This is an optimization exercise on Yosys and OpenROAD, whose aim is small area and a short achievable clock period, not a production implementation.
The RTL was checked by simulation tests, not by an equivalence proof against the original design.

`flow/design.v`:
```
package rv_decode_pkg;
   localparam int unsigned NUM_TYPES = 23;
   localparam int unsigned NUM_FMTS  = 5;
   localparam int unsigned NUM_CNT   = 30;
   localparam int unsigned TYPE_JAL   = 22;
   localparam int unsigned TYPE_JALR  = 21;
   localparam int unsigned TYPE_BEQ   = 20;
   localparam int unsigned TYPE_BNE   = 19;
   localparam int unsigned TYPE_LW    = 18;
   localparam int unsigned TYPE_SW    = 17;
   localparam int unsigned TYPE_ADDI  = 16;
   localparam int unsigned TYPE_SLTI  = 15;
   localparam int unsigned TYPE_SLTIU = 14;
   localparam int unsigned TYPE_XORI  = 13;
   localparam int unsigned TYPE_ORI   = 12;
   localparam int unsigned TYPE_ANDI  = 11;
   localparam int unsigned TYPE_SLLI  = 10;
   localparam int unsigned TYPE_SRLI  = 9;
   localparam int unsigned TYPE_ADD   = 8;
   localparam int unsigned TYPE_SUB   = 7;
   localparam int unsigned TYPE_SLL   = 6;
   localparam int unsigned TYPE_SLT   = 5;
   localparam int unsigned TYPE_SLTU  = 4;
   localparam int unsigned TYPE_XOR   = 3;
   localparam int unsigned TYPE_SRL   = 2;
   localparam int unsigned TYPE_OR    = 1;
   localparam int unsigned TYPE_AND   = 0;
   localparam int unsigned FMT_J = 0;
   localparam int unsigned FMT_B = 1;
   localparam int unsigned FMT_S = 2;
   localparam int unsigned FMT_I = 3;
   localparam int unsigned FMT_R = 4;
   localparam logic [NUM_TYPES*3-1:0] TYPE_FMT_LUT = {
      3'(FMT_J),                                                
      3'(FMT_I),                                                
      3'(FMT_B), 3'(FMT_B),                                     
      3'(FMT_I),                                                
      3'(FMT_S),                                                
      3'(FMT_I), 3'(FMT_I), 3'(FMT_I), 3'(FMT_I),               
      3'(FMT_I), 3'(FMT_I), 3'(FMT_I), 3'(FMT_I),               
      3'(FMT_R), 3'(FMT_R), 3'(FMT_R), 3'(FMT_R), 3'(FMT_R),    
      3'(FMT_R), 3'(FMT_R), 3'(FMT_R), 3'(FMT_R)                
   };
   localparam int unsigned SEL_FMT_BASE = 23;
   localparam int unsigned SEL_TOTAL    = 28;
   localparam int unsigned SEL_ERR      = 29;
   function automatic logic [NUM_FMTS-1:0] fmt_onehot(input logic [2:0] fmt_idx);
      fmt_onehot = NUM_FMTS'(1) << fmt_idx;
   endfunction
endpackage
module sat_counter #(
   parameter int unsigned CNT_W = 16
) (
   input  logic             clk,
   input  logic             rst,
   input  logic             inc,
   input  logic             clr,
   output logic [CNT_W-1:0] q
);
   logic [CNT_W-1:0] cnt_q, cnt_d;
   always_comb begin
      cnt_d = cnt_q;
      if (clr) begin
         cnt_d = '0;
      end else if (inc && (cnt_q != '1)) begin
         cnt_d = cnt_q + CNT_W'(1);
      end
   end
   always_ff @(posedge clk) begin
      if (rst) begin
         cnt_q <= '0;
      end else begin
         cnt_q <= cnt_d;
      end
   end
   assign q = cnt_q;
endmodule
module instr_mix_profiler #(
   parameter int unsigned CNT_W = 16
) (
   input  logic             clk,
   input  logic             rst,
   input  logic             in_valid,
   input  logic [22:0]      instruction_type,
   input  logic [4:0]       instruction_format,
   input  logic             clear,
   input  logic             rd_en,
   input  logic [4:0]       rd_sel,
   output logic             rd_valid,
   output logic [CNT_W-1:0] rd_data,
   output logic             rd_err
);
   localparam int unsigned NUM_TYPES    = rv_decode_pkg::NUM_TYPES;
   localparam int unsigned NUM_FMTS     = rv_decode_pkg::NUM_FMTS;
   localparam int unsigned NUM_CNT      = rv_decode_pkg::NUM_CNT;
   localparam int unsigned SEL_FMT_BASE = rv_decode_pkg::SEL_FMT_BASE;
   localparam int unsigned SEL_TOTAL    = rv_decode_pkg::SEL_TOTAL;
   localparam int unsigned SEL_ERR      = rv_decode_pkg::SEL_ERR;
   localparam logic [NUM_TYPES*3-1:0] TYPE_FMT_LUT = rv_decode_pkg::TYPE_FMT_LUT;
   logic                 s1_valid_q, s1_valid_d;
   logic [NUM_TYPES-1:0] s1_type_q, s1_type_d;
   logic [NUM_FMTS-1:0]  s1_fmt_q, s1_fmt_d;
   logic             rd_valid_q, rd_valid_d;
   logic [CNT_W-1:0] rd_data_q, rd_data_d;
   logic             rd_err_q, rd_err_d;
   logic [NUM_FMTS-1:0]               exp_fmt;
   logic                              is_bubble, is_legal, is_err;
   logic [NUM_CNT-1:0]                inc_vec;
   logic [NUM_CNT-1:0][CNT_W-1:0]     cnt;
   logic [CNT_W-1:0]                  sel_val;
   always_comb begin
      s1_valid_d = in_valid & ~clear;
      s1_type_d  = instruction_type;
      s1_fmt_d   = instruction_format;
   end
   always_comb begin
      exp_fmt = '0;
      for (int unsigned i = 0; i < NUM_TYPES; i++) begin
         if (s1_type_q[i]) begin
            exp_fmt = exp_fmt | (NUM_FMTS'(1) << TYPE_FMT_LUT[i*3 +: 3]);
         end
      end
      is_bubble = (s1_type_q == '0) && (s1_fmt_q == '0);
      is_legal  = s1_valid_q && $onehot(s1_type_q) && $onehot(s1_fmt_q) &&
                  (s1_fmt_q == exp_fmt);
      is_err    = s1_valid_q && !is_bubble && !is_legal;
      inc_vec                                      = '0;
      inc_vec[NUM_TYPES-1:0]                       = s1_type_q & {NUM_TYPES{is_legal}};
      inc_vec[SEL_FMT_BASE +: NUM_FMTS]            = s1_fmt_q & {NUM_FMTS{is_legal}};
      inc_vec[SEL_TOTAL]                           = is_legal;
      inc_vec[SEL_ERR]                             = is_err;
   end
   for (genvar g = 0; g < NUM_CNT; g++) begin : g_cnt
      sat_counter #(
         .CNT_W (CNT_W)
      ) u_cnt (
         .clk (clk),
         .rst (rst),
         .inc (inc_vec[g]),
         .clr (clear),
         .q   (cnt[g])
      );
   end
   always_comb begin
      sel_val = '0;
      for (int unsigned i = 0; i < NUM_CNT; i++) begin
         if (rd_sel == 5'(i)) begin
            sel_val = cnt[i];
         end
      end
      rd_valid_d = rd_en;
      rd_err_d   = rd_en && (rd_sel > 5'(SEL_ERR));
      rd_data_d  = rd_en ? sel_val : rd_data_q;
   end
   always_ff @(posedge clk) begin
      if (rst) begin
         s1_valid_q <= 1'b0;
         s1_type_q  <= '0;
         s1_fmt_q   <= '0;
         rd_valid_q <= 1'b0;
         rd_data_q  <= '0;
         rd_err_q   <= 1'b0;
      end else begin
         s1_valid_q <= s1_valid_d;
         s1_type_q  <= s1_type_d;
         s1_fmt_q   <= s1_fmt_d;
         rd_valid_q <= rd_valid_d;
         rd_data_q  <= rd_data_d;
         rd_err_q   <= rd_err_d;
      end
   end
   assign rd_valid = rd_valid_q;
   assign rd_data  = rd_data_q;
   assign rd_err   = rd_err_q;
endmodule
```
`flow/config.mk`:
```
export PLATFORM = sky130hd
export DESIGN_NAME = instr_mix_profiler
export DESIGN_NICKNAME = instr_mix_profiler
export VERILOG_FILES = /design/flow/design.v
export SDC_FILE = /design/flow/constraint.sdc
export NUM_CORES = 4
export LEC_CHECK = 0
export CAP_MARGIN = 20
export CORE_MARGIN = 2
export CORE_UTILIZATION = 45
export SLEW_MARGIN = 20
```
`flow/run.sh`:
```
#!/bin/bash
# synth_recipe.tcl (not shown) runs the flow's synth.tcl, then flattens the netlist and writes it again
# the make line also repeats each setting of config.mk as NAME=value (left out here)
make -C /OpenROAD-flow-scripts/flow DESIGN_CONFIG=/design/flow/config.mk WORK_HOME=/design/flow/orfs CLKGATE_MAP_FILE= SYNTH_SCRIPT=/design/flow/synth_recipe.tcl finish
```
`flow/constraint.sdc`:
```
create_clock -name core_clock -period 7.5 [get_ports {clk}]
set_input_delay 1.5000 -clock core_clock [delete_from_list [all_inputs] [get_ports {clk}]]
set_output_delay 1.5000 -clock core_clock [all_outputs]
set_load 0.01 [all_outputs]
```
==> run_results.csv <==
group,metric,value,unit
die,die_area,66700,sq um
worst_setup_path,ff2ff_path_depth,17,
power_and_ir_drop,power_frac_seq,43.0,%
clock_network,clockBufferDepth,3,
logic_synthesis,synth_compound_area_share,13.6,%
placement,portBuffers,55,
placement,globalplace.congestion,1.03,
cells_and_area,nNetsFinal,3697,
route,routedWlPerCell,23.8,um
clock_network,clkTransAtPathRegs,0.06,ns
power_and_ir_drop,p_total,6.61,mW
global_route,track_usage,31.3,%
route,wl,107000,um
power_and_ir_drop,p_sw,1.68,mW
sta,finalHoldViolations,0,
logic_synthesis,synthAdderAreaFrac,2.92,%
clock_network,clock_latency,0.64,ns
cells_and_area,stdcell_area,32500,sq um
logic_synthesis,yosys_warnings,2,
global_route,grt_pass1_vias,24900,
cells_and_area,drive_gt1_share,6.28,%
global_route,grt_max_degree,189,
die,die_height,258,um
placement,dpl_cell_area,30400,sq um
clock_network,ctsHoldBuffers,0,
worst_setup_path,critPathMaxFanout,14,
global_route,overflow,0,
logic_synthesis,synth_ff_type,"dfxtp_1",
logic_synthesis,synth-simple-area-share,28.4,%
die,io_pins,56,
power_and_ir_drop,powerDensity,203,nW/um^2
die,core,64200,sq um
logic_synthesis,synth_edf_count,0,
outcome,status,"complete, no violations",
logic_synthesis,muxShareOfSynthArea,4.09,%
route,vias_per_cell,6.13,
route,drc,0,
cells_and_area,num-fill-cells,6340,
power_and_ir_drop,p_int,4.93,mW
logic_synthesis,synthesis.area,29100,sq um
cells_and_area,final_cell_mix,"nor2_1, dfxtp_1, nand2_1, xor2_1, o21ai_0",
worst_setup_path,r2r_start,"s1_type_q[10]",
cells_and_area,fin_util,50.7,%
worst_setup_path,timing.rr.end,"g_cnt[7].u_cnt.cnt_q[13]",
clock_network,htree_levels,2,
min_path,hold_path.class,"reg -> reg",
worst_setup_path,crit_chain,"fa_1 -> inv_1 -> fa_1 -> inv_1 -> fa_1 -> fa_1 -> inv_1 -> fa_1 -> fa_1 -> inv_1 -> fa_1 -> nor4b_1 -> o211ai_1 -> a2111o_1 -> or4_1 -> or3_1 -> a21oi_1",
worst_setup_path,cp_common_cell,"fa_1",
power_and_ir_drop,p_clk_share,48.0,%
job,max_cap_viol_count,0,
logic_synthesis,synthArstFlopShare,0,%
die,row_count,93,
sta,slew_headroom,20.7,%
worst_setup_path,critPathRequiredTime,8.05,ns
sta,tightestPinTransition,1.19,ns
sta,fin_tns_setup,0,ns
global_route,grt_pass1_wl,160000,um
power_and_ir_drop,combPwrFrac,9.0,%
cells_and_area,area_delta_synth_final,11.8,%
min_path,hold_path_end,"g_cnt[6].u_cnt.cnt_q[1]",
cells_and_area,mostFrequentLayoutCell,"nor2_1",
logic_synthesis,synth_top_family_by_area,"simple AND/OR/NAND/NOR gates",
sta,final.period_utilization,93.3,%
power_and_ir_drop,ir_worst_vdd,0.000177,V
sta,fin_skew,0.0176,ns
worst_setup_path,r2r_setup_slack,0.50,ns
logic_synthesis,synth_area_per_cell,8.02,sq um
worst_setup_path,setup.worst_path.start_class,"flop",
worst_setup_path,crit_path_top_delay_cell,"a2111o_1",
placement,place_inst,4397,
logic_synthesis,ys_types,78,
sta,setup_viol,0,
route,drt_first_pass_iters,6,
min_path,whs_path_depth,2,
sta,whs,0.492,ns
cells_and_area,fin_cells,4504,
route,drt_iter0_drc,3448,
sta,fmax,0.143,GHz
clock_network,root_buffer,"clkbuf_16",
route,ant_nets,0,
placement,pre_cts_slack,0.691,ns
placement,hpwlAfterDp,76900,um
logic_synthesis,synthesis.instances,3630,
worst_setup_path,cp.arrival,7.54,ns
worst_setup_path,critPathCaptureType,"flop",
route,num_vias,27600,
sta,setup_ws,0.504,ns
clock_network,cts.sinks,527,
worst_setup_path,cpPeakStageDelay,0.91,ns
sta,layout_min_cycle_time,7.00,ns
logic_synthesis,ys_seq_elements,527,
die,initial_utilization,45.3,%
clock_network,post-cts-setup-buffers,0,
sta,slew_violations,0,
worst_setup_path,path_class,"reg -> reg",
sta,grt_setup_unrepaired,"no",
power_and_ir_drop,power.leakage,10.5,nW
clock_network,numCtsBuffers,58,
min_path,hold_start,"g_cnt[6].u_cnt.cnt_q[1]",
clock_network,cts_resized,0,
logic_synthesis,ys_seq_area_share,36.3,%
global_route,grt_antenna_before_repair,5,
logic_synthesis,synthXorXnorAreaFrac,11.1,%
clock_network,cts_tree,"done",
power_and_ir_drop,p_sw_share,25.4,%
die,die_w,258,um
logic_synthesis,syn_nets,3725,
[worst max path at each step]
| stage | from | depth (start not counted) | endpoint |
|---|---|---|---|
| global route | s1_type_q[10] | 18 | g_cnt[7].u_cnt.cnt_q[15] |
| finish | s1_type_q[10] | 17 | g_cnt[7].u_cnt.cnt_q[13] |
| CTS | s1_type_q[10] | 17 | g_cnt[7].u_cnt.cnt_q[13] |
| detailed placement | s1_type_q[10] | 17 | g_cnt[7].u_cnt.cnt_q[13] |
| floorplan | s1_type_q[6] | 19 | g_cnt[17].u_cnt.cnt_q[9] |
| global placement | s1_type_q[10] | 17 | g_cnt[7].u_cnt.cnt_q[13] |
[critical path: cells and delay by family, from the launching register on]
| kind | cells | cell delay, ns |
|---|---|---|
| AOI/OAI and AO/OA | 3 | 1.36 |
| adders and majority gates | 7 | 3.10 |
| buffers and inverters | 4 | 0.36 |
| DFF | 1 | 0.49 |
| and+or+nand+nor | 3 | 1.59 |
[state kept, by name, summed over array words and instances (netlist names)]
name,flops
g_cnt.u_cnt.cnt_q,480
rd_data_q,16
rd_err_q,1
rd_valid_q,1
s1_fmt_q,5
s1_type_q,23
s1_valid_q,1
[synth_stat cells (6+ instances only)]
library cell  instances  area share, %
mux4_2               13            1.0
xnor2_1             169            5.1
nor4_1               56            1.2
a221oi_1             15           0.45
or2_2                12           0.26
o211ai_1             20           0.52
nor2_1              537            6.9
o31ai_1               8           0.21
ha_1                 39            1.7
nor3b_1               8           0.21
o21ai_0             196            3.4
clkbuf_1            164            2.1
mux2_2               28            1.1
nand4_1             138            3.0
and4_1               44            1.3
nand2b_1             20           0.43
a221o_1               6           0.21
o22ai_1              42           0.90
buf_2                 9           0.15
nor2b_1              52            1.1
o21a_1                6           0.15
o32ai_1               8           0.24
fa_1                 18            1.2
nand2_1             281            3.6
nand3_1             191            3.3
xor2_1              201            6.1
nor4b_1               7           0.21
buf_1                19           0.25
a21oi_1             190            3.3
inv_1                83            1.1
mux2i_1              58            2.0
nor3_1               91            1.6
o41ai_1               9           0.27
a211oi_1             18           0.46
o221ai_1             17           0.51
and3_1               65            1.4
or4_1                16           0.41
and2_1               23           0.49
or3_1                95            2.0
a22oi_1              13           0.34
dfxtp_1             527             36
a31oi_1              23           0.49
[layout make-up]
type / count / area [sq um] / area share [%]
antenna: 2 / 5.00 / 0.0154
multi-input combinational: 2827 / 17500 / 53.9
inverter: 84 / 315 / 0.969
sequential: 527 / 10600 / 32.4
clock inverter: 22 / 360 / 1.11
timing repair buffer: 104 / 963 / 2.96
clock buffer: 83 / 1730 / 5.31
tap: 855 / 1070 / 3.29
[per-layer routing]
layer | global-route usage [%] | wire length (um)
met1 | 44.0 | 46100
met2 | 45.8 | 45000
met3 | 7.48 | 11200
met4 | 13.0 | 4800
met5 | 0 | 42
[kinds of logic after synthesis]
logic type,Yosys count
AOI/OAI and AO/OA,638
and+or+nand+nor,1663
muxes,99
DFF,527
adders and majority gates,57
buffers and inverters,276
xor gates and xnor gates,370
[power groups by stage]
stage | Sequential, mW | Combinational (mW) | Clock (mW)
2_1_floorplan | 2.89 | 0.360 | 0
3_3_place_gp | 2.90 | 0.576 | 0
4_1_cts | 2.84 | 0.578 | 3.21
3_5_place_dp | 2.91 | 0.573 | 0
6_report | 2.84 | 0.597 | 3.17
5_1_grt | 2.84 | 0.637 | 3.32

==> port drivers added, routing unchanged <==
The flow's constraints put no driver on any port. The routed layout listed below was extracted and timed again, unchanged, in two steps.
Step 1 assumes that a clkbuf_16 drives the clock port and a buf_2 every other input.
Step 2 moves the port delays by t, midway between the first and last clock arrival at a register: inputs arrive t later, outputs are due t later. That takes back most of the time a late clock gives input paths.
Slacks: ideal / step 1 / step 2; pairs: ideal / step 1.
shift t [ns]: 0.700
slack for setup (ns): 0.504 / 0.504 / 0.504
worst hold slack (ns): 0.492 / 0.492 / 0.492
worst setup path at the end: register to register
latest minus earliest clock arrival (ns): 0.020 / 0.020
After both steps setup and hold are still met in this run. For this run, drivers alone change the setup slack by 0.000 ns; drivers and shift together by 0.000 ns.
